Context: an optimization exercise on an open-source flow, tuned for small area and few clock cycles per item. The choices shown serve that exercise and are no tape-out recipe.
In this exercise RTL edits were held to simulation tests only and were not proved equivalent to the original.

== the reference run ==
==> flow/design.v (excerpt) <==
module fp_mult_pipe #(
   parameter int EXP_W = 8,
   parameter int MAN_W = 23
) (
   input  logic                 clk,
   input  logic                 rst_n,
   input  logic                 in_valid,
   output logic                 in_ready,
   input  logic [EXP_W+MAN_W:0] x,
   input  logic [EXP_W+MAN_W:0] y,
   output logic                 out_valid,
   input  logic                 out_ready,
   output logic [EXP_W+MAN_W:0] result
   ,
   output logic [3:0]           flags
);
   localparam int W  = 1 + EXP_W + MAN_W;
   localparam int SW = MAN_W + 1;
   localparam int PW = 2 * SW;
   localparam int XW = EXP_W + 2;
   localparam logic [XW-1:0] BIAS = XW'(2**(EXP_W-1) - 1);
   localparam logic [XW-1:0] EMAX = XW'(2**EXP_W - 1);
   localparam logic [EXP_W-1:0] EONES = '1;
   localparam logic [W-1:0] QNAN = {1'b0, EONES, 1'b1, {(MAN_W-1){1'b0}}};
   logic v_q;
   logic load;
   assign load      = ~v_q | out_ready;
   assign in_ready  = load;
   assign out_valid = v_q;
   logic             sx, sy;
   logic [EXP_W-1:0] ex, ey;
   logic [MAN_W-1:0] mx, my;
   logic             zx, zy, infx, infy, nanx, nany;
  ...
For scale: about 110 I/O pins, ~18000 um^2 of cells after synthesis.
Settings: LEC_CHECK=0, CAP_MARGIN=0, CORE_MARGIN=2, CORE_UTILIZATION=55, GPL_TIMING_DRIVEN=0, SLEW_MARGIN=0; clock period 7.5 ns.
standard.sh (not shown) runs the stock make flow with config.mk's settings and CLKGATE_MAP_FILE= SYNTH_SCRIPT=/design/flow/synth_recipe.tcl, a recipe that flattens the netlist after the stock synthesis.
==> flow/flow/run.sh <==
#!/bin/bash
# Layout flow: the standard ORFS flow, with Yosys's generic `abc -fast` pass
# skipped in synthesis (synth -noabc), so that the full adders written in the RTL
# reach extract_fa as written and keep one polarity through the adder tree, and
# with every port buffered by a buf_2 instead of the default clkdlybuf4s50_1.
set -euo pipefail
cd "$(dirname "$0")/.."
export BUFFER_PORTS_ARGS="-buffer_cell sky130_fd_sc_hd__buf_2"
bash standard.sh synth SYNTH_ARGS=-noabc > synth.log 2>&1
bash standard.sh finish SYNTH_ARGS=-noabc > layout.log 2>&1
Testbench counts of the reference run, summed over its fixed seeds: cycles 16,008, items 16,000.
The inputs of the trial run differ from those of the reference run as listed below.
# the reference run
export LEC_CHECK = 0
export CAP_MARGIN = 0
export CORE_MARGIN = 2
export CORE_UTILIZATION = 55
export GPL_TIMING_DRIVEN = 0
export SLEW_MARGIN = 0
create_clock -name core_clock -period 7.5 [get_ports {clk}]
# the trial run
export LEC_CHECK = 0
export CAP_MARGIN = 20
export CORE_MARGIN = 2
export CORE_UTILIZATION = 40
export GPL_TIMING_DRIVEN = 0
export SLEW_MARGIN = 20
create_clock -name core_clock -period 7.5 [get_ports {clk}]
- Result: PASS for each of the trial run and the reference run
- Per the comparison of the trial run with the reference run, first-pass iteration count of the detailed router went down 2, sum of routed wire segments on met1 picked up an extra about 4%, final design utilization went down, global-route wire length before repair +2.6%.

== job 101 ==
Another version of the RTL of fp_mult_pipe (not shown whole).
For scale: ~2000 cells after synthesis, about 110 I/O pins, roughly 0.016 mm^2 of cells after synthesis.
==> flow/config.mk <==
export PLATFORM = sky130hd
export DESIGN_NAME = fp_mult_pipe
export DESIGN_NICKNAME = fp_mult_pipe
export VERILOG_FILES = /design/flow/design.v
export SDC_FILE = /design/flow/constraint.sdc
export NUM_CORES = 4
export LEC_CHECK = 0
export CAP_MARGIN = 20
export CORE_MARGIN = 2
export CORE_UTILIZATION = 40
export CTS_BUF_LIST = sky130_fd_sc_hd__clkbuf_8
export GPL_TIMING_DRIVEN = 0
export SLEW_MARGIN = 20
==> flow/constraint.sdc <==
create_clock -name core_clock -period 7.5 [get_ports {clk}]
set_input_delay 1.5000 -clock core_clock [delete_from_list [all_inputs] [get_ports {clk}]]
set_output_delay 1.5000 -clock core_clock [all_outputs]
set_load 0.01 [all_outputs]
==> flow/flow/run.sh <==
#!/bin/bash
# Layout flow: the standard ORFS flow (standard.sh) with three changes:
#  - synthesis skips Yosys's generic `abc -fast` pass (synth -noabc), so the full
#    adders written in the RTL reach extract_fa as written;
#  - the final ABC technology mapping uses flow/abc.script (area recovery under a
#    delay target, then gate sizing) instead of ORFS's abc_speed.script;
#  - every port is buffered by a buf_2 instead of the default clkdlybuf4s50_1.
set -euo pipefail
cd "$(dirname "$0")/.."
W=$(pwd)
export FLOW_SYNTH_TCL=$W/synth_recipe.tcl
export FLOW_ABC_SCRIPT=$W/flow/abc.script
export BUFFER_PORTS_ARGS="-buffer_cell sky130_fd_sc_hd__buf_2"
bash standard.sh synth SYNTH_ARGS=-noabc SYNTH_SCRIPT=$W/flow/synth.tcl > synth.log 2>&1
bash standard.sh finish SYNTH_ARGS=-noabc SYNTH_SCRIPT=$W/flow/synth.tcl > layout.log 2>&1
==> flow/flow/abc.script <==
strash
ifraig
balance
rewrite
refactor
balance
rewrite
rewrite -z
balance
refactor -z
rewrite -z
balance
dch -f
map -D 5500
topo
stime -c
buffer -c
upsize -c -D 5500
dnsize -c -D 5500
==> flow/flow/synth.tcl <==
# The standard flow's synthesis script (synth_recipe.tcl, sourced below unchanged), with the
# technology-mapping ABC run given our own script (flow/abc.script) in place of
# ORFS's abc_speed.script.  Only the combinational mapping changes; registers are
# mapped before ABC runs and keep their standard-synthesis names and cells.
proc abc {args} {
  set i [lsearch -exact $args -script]
  if { $i >= 0 } {
    lset args [expr {$i + 1}] $::env(FLOW_ABC_SCRIPT)
    puts "flow/synth.tcl: abc -script $::env(FLOW_ABC_SCRIPT)"
  }
  yosys abc {*}$args
}
source $::env(FLOW_SYNTH_TCL)
Testbench counts of job 101, summed over its fixed seeds: cycles 16,008, items 16,000.
The following lists how job 102 was set up differently from job 101:
- changing CORE_UTILIZATION from 40 to 45
==> flow/flow/abc.script <==
strash
ifraig
dch -f
map -D 5500
topo
stime -c
buffer -c
upsize -c -D 5500
dnsize -c -D 5500
## What came out
Job 102 has number of cells in the design after placement below what job 101 had.
A top routing layer in use of met4 is what job 102 shows, while met5 belongs to job 101.
| length of routed met2 wiring | job 102 vs job 101 | about 2.8% lower |
The inputs of job 103 differ from those of job 102 as listed below.
- swapping 45 for 40 in CORE_UTILIZATION
==> flow/flow/abc.script <==
strash
ifraig
dch -f
map -D 5500
strash
dch -f
map -D 5500
topo
stime -c
buffer -c
upsize -c -D 5500
dnsize -c -D 5500
--- outcome ---
Of job 102 and job 103, the higher shortest period the worst path allows belongs to job 102.
Of the two values seen for cell with the biggest individual delay on the critical path, buf_1 was produced by job 102 and fa_1 by job 103.
Job 103 reached the end of the flow, and the finished layout is clean on the timing, DRC and antenna checks.
Job 102 went all the way through synthesis, placement and routing and the layout is clean on timing, DRC and antenna.
Looking only at number of tap cells inserted, and setting everything else aside, the lower value of job 102 and job 103 goes to job 102.
Job 103 vs job 102, highest routed metal layer: met5 vs met4
Critical path depth for job 103 is higher than for job 102.
On job 103: global-route usage is 3.7 points lower than what job 102 gave.
Job 102 vs job 103, commonest non-fill, non-tap cell in the layout: fa_1 vs xor2_1

separate check: timing with driven ports:
In the flow no input, the clock included, has a driving cell. The finished layouts below were timed again as built, in two steps.
Step 1, drivers: a clkbuf_16 drives clk and a buf_2 each remaining input, both assumed.
Step 2 times the ports against the registers' clock, not the clock port: input delays grow and output delays shrink by t, the midpoint of the rising clock arrivals with the driver on.
Slacks: ideal ports / drivers / drivers and shift; pairs: ideal ports / drivers.
run	shift t [ns]	setup WS [ns]	worst setup path at the end
the reference run	0.381	0.180 / 0.196 / -0.185	input to register
the trial run	0.367	0.240 / 0.196 / -0.021	input to register
job 101	0.325	0.183 / 0.162 / -0.163	input to register
job 102	0.330	0.126 / 0.143 / -0.186	input to register
job 103	0.323	0.262 / 0.267 / -0.056	input to register
Met with ideal ports but missed after step 2: setup timing in every run listed. For the reference run, which loses most, drivers alone change the setup slack by +0.016 ns; drivers and shift together by -0.365 ns.
